What follows belongs to an exercise in optimizing a design on an open flow for small area, a short achievable clock period and few clock cycles per item; a production flow would make more cautious choices. The RTL was checked by simulation tests, not by an equivalence proof against the original design. Power figures rest on the tool's default switching activity, not on a simulated workload.

==> flow/design.v (excerpt) <==
module inter_pred_top #(
	parameter int ADDR_W = pred_pkg::ADDR_W
) (
	input wire logic clk,
	input wire logic rst_i,
	input wire logic ref_row_wr_i,
	input wire logic [2:0] ref_row_idx_i,
	input wire pred_pkg::win_row_t ref_row_i,
	input wire logic start_i,
	input wire logic [ADDR_W-1:0] blk_addr_i,
	input wire logic [pred_pkg::FRAC_W-1:0] frac_x_i,
	input wire logic [pred_pkg::FRAC_W-1:0] frac_y_i,
	output logic busy_o,
	output logic done_o,
	input wire logic [ADDR_W-1:0] rd_addr_i,
	output logic [pred_pkg::BLK*pred_pkg::BLK*pred_pkg::PIX_W-1:0] pred_o
);
	logic launch;
	logic early;
	logic first;
	logic [7:0] pos;
	logic phase;
	logic wr_early;
	pred_pkg::win_row_t row;
	logic [pred_pkg::FRAC_W-1:0] step_frac_x;
	logic [pred_pkg::FRAC_W-1:0] vert_frac_y;
	logic wr;
	logic [pred_pkg::ROW_W-1:0] wr_row;
	logic [ADDR_W-1:0] wr_blk_addr;
	pred_pkg::blk_row_t wr_pix;
	pred_fsm #(.ADDR_W(ADDR_W)) u_fsm (
		.clk(clk),
		.rst_i(rst_i),
		.start_i(start_i),
		.frac_x_i(frac_x_i),
		.frac_y_i(frac_y_i),
		.blk_addr_i(blk_addr_i),
		.pos_i(pos),
		.phase_i(phase),
		.early_o(early),
		.launch_o(launch),
		.busy_o(busy_o),
		.first_o(first),
		.step_frac_x_o(step_frac_x),
		.vert_frac_y_o(vert_frac_y),
		.wr_blk_addr_o(wr_blk_addr),
		.wr_early_o(wr_early)
	);
	pred_step_counter u_counter (
		.clk(clk),
		.rst_i(rst_i),
		.launch_i(launch),
		.early_i(early),
		.wr_early_i(wr_early),
		.pos_o(pos),
		.wr_o(wr),
		.wr_row_o(wr_row),
		.done_o(done_o)
	);
	ref_window u_window (
		.clk(clk),
  ...
Size in the first run: roughly 15000 cells after synthesis, about 190 I/O pins, ~160000 µm² of cells after synthesis.
==> module pred_out_store, before the edit <==
module pred_out_store #(
	parameter int ADDR_W = pred_pkg::ADDR_W
) (
	input wire logic clk,
	input wire logic wr_i,
	input wire logic [pred_pkg::ROW_W-1:0] wr_row_i,
	input wire logic [ADDR_W-1:0] wr_blk_addr_i,
	input wire pred_pkg::blk_row_t wr_pix_i,
	input wire logic [ADDR_W-1:0] rd_addr_i,
	output logic phase_o,
	output logic [pred_pkg::BLK*pred_pkg::BLK*pred_pkg::PIX_W-1:0] pred_o
);
	localparam int BLK = pred_pkg::BLK;
	localparam int RW = pred_pkg::ROW_W;
	localparam int NP = 1 << (ADDR_W - 1);
	localparam int BW = BLK*BLK*pred_pkg::PIX_W;
	localparam int ROWB = BLK*pred_pkg::PIX_W;
	logic phase_q;
	logic [BW-1:0] slot_x [NP];
	logic [BW-1:0] slot_y [NP];
	logic [NP-1:0] sel_x;
	logic [NP-1:0] sel_y;
	logic [BW-1:0] rd_data;
	always_ff @(posedge clk) begin
		phase_q <= ~phase_q;
	end
	assign phase_o = phase_q;
	for (genvar m = 0; m < NP; m++) begin : g_pair
		for (genvar r = 0; r < BLK; r++) begin : g_row
			logic ins;
			assign ins = wr_i && (wr_row_i == RW'(r)) && (wr_blk_addr_i[ADDR_W-1:1] == (ADDR_W-1)'(m));
			if (r % 2 == 0) begin : g_even
				always_ff @(posedge clk) begin
					slot_x[m][r*ROWB +: ROWB] <= ins ? wr_pix_i : slot_y[m][r*ROWB +: ROWB];
					slot_y[m][r*ROWB +: ROWB] <= slot_x[m][r*ROWB +: ROWB];
				end
			end else begin : g_odd
				always_ff @(posedge clk) begin
					slot_x[m][r*ROWB +: ROWB] <= slot_y[m][r*ROWB +: ROWB];
					slot_y[m][r*ROWB +: ROWB] <= ins ? wr_pix_i : slot_x[m][r*ROWB +: ROWB];
				end
			end
		end
		assign sel_x[m] = (rd_addr_i[ADDR_W-1:1] == (ADDR_W-1)'(m)) && (rd_addr_i[0] == phase_q);
		assign sel_y[m] = (rd_addr_i[ADDR_W-1:1] == (ADDR_W-1)'(m)) && (rd_addr_i[0] != phase_q);
	end
	always_comb begin
		rd_data = '0;
		for (int m = 0; m < NP; m++) begin
			rd_data = rd_data | ({BW{sel_x[m]}} & slot_x[m]) | ({BW{sel_y[m]}} & slot_y[m]);
		end
	end
	logic [BW-1:0] pred_n_q;
	always_ff @(posedge clk) begin
		pred_n_q <= ~rd_data;
	end
	assign pred_o = ~pred_n_q;
endmodule
clock: 8.0 ns
lec_check: 0
cap_margin: 20
core_margin: 2
core_utilization: 40
cts_cluster_diameter: 80
cts_cluster_size: 30
setup_slack_margin: 4.7
slew_margin: 20
run.sh (not shown) runs the stock make flow with config.mk's settings and CLKGATE_MAP_FILE= SYNTH_SCRIPT=/design/flow/synth_recipe.tcl, a recipe that flattens the netlist after the stock synthesis.
The first run completed with no timing, DRC or antenna violations.
Testbench counts at the start, summed over its fixed seeds: cycles 1,608, blocks 256.
Then changed:
--- a/flow/design.v
+++ b/flow/design.v
@@ -277,13 +277,11 @@
 		for (int m = 0; m < NP; m++) begin
 			rd_data = rd_data | ({BW{sel_x[m]}} & slot_x[m]) | ({BW{sel_y[m]}} & slot_y[m]);
 		end
 	end
-	logic [BW-1:0] pred_n_q;
 	always_ff @(posedge clk) begin
-		pred_n_q <= ~rd_data;
+		pred_o <= rd_data;  
 	end
-	assign pred_o = ~pred_n_q;
 endmodule
 `default_nettype wire
 `timescale 1ns/10ps
 `default_nettype none
Outcome:
- The changed run finished clean
- cell area barely changes
- wire length came out lower by 1.4%
- setup slack improves by 0.021 ns
- count of clock-buffer cells in the layout is lower by 1
- first-iteration DRC count decreases by 4.2%
- core utilization rose by 0.40 points
- cell count decreases by 1.0%
- die area shrinks by 0.62%
- via count goes down by 1.3%
- hold slack improves by 0.018 ns
- area after synthesis drops by 0.62%
- non-clock buffer count went down by 23
- power hardly moves
Testbench counts after the change, summed over its fixed seeds: cycles 1,608, blocks 256.

[re-timing with driven ports]
The results above use ideal ports. As a check the final layouts listed here were re-extracted and re-timed, cells and wires unchanged.
Step 1 (the two cells are an assumption about what drives the block):
set clk [get_ports {clk}]
set_driving_cell -lib_cell sky130_fd_sc_hd__clkbuf_16 $clk
set_driving_cell -lib_cell sky130_fd_sc_hd__buf_2 [delete_from_list [all_inputs] $clk]
Step 2 also shifts input and output timing later by t, the mid clock arrival at the registers, as if the neighbouring blocks saw the same clock.
Slacks: ideal / step 1 / step 2; pairs: ideal / step 1.
| run | shift t [ns] | setup WS [ns] | worst setup path after step 2 | slew at the worst register clock pin (ns) | worst slew at a driven data input, ns |
|---|---|---|---|---|---|
| the first run | 1.090 | 4.589 / 4.517 / 3.427 | input to register | 0.12 / 0.12 | 0.19 |
| the second run | 1.100 | 4.610 / 4.594 / 3.494 | input to register | 0.12 / 0.12 | 0.19 |
After both steps every run listed still meets setup and hold. The setup slack of the first run, which loses most, moves by -0.072 ns with the drivers and by -1.162 ns with both steps.
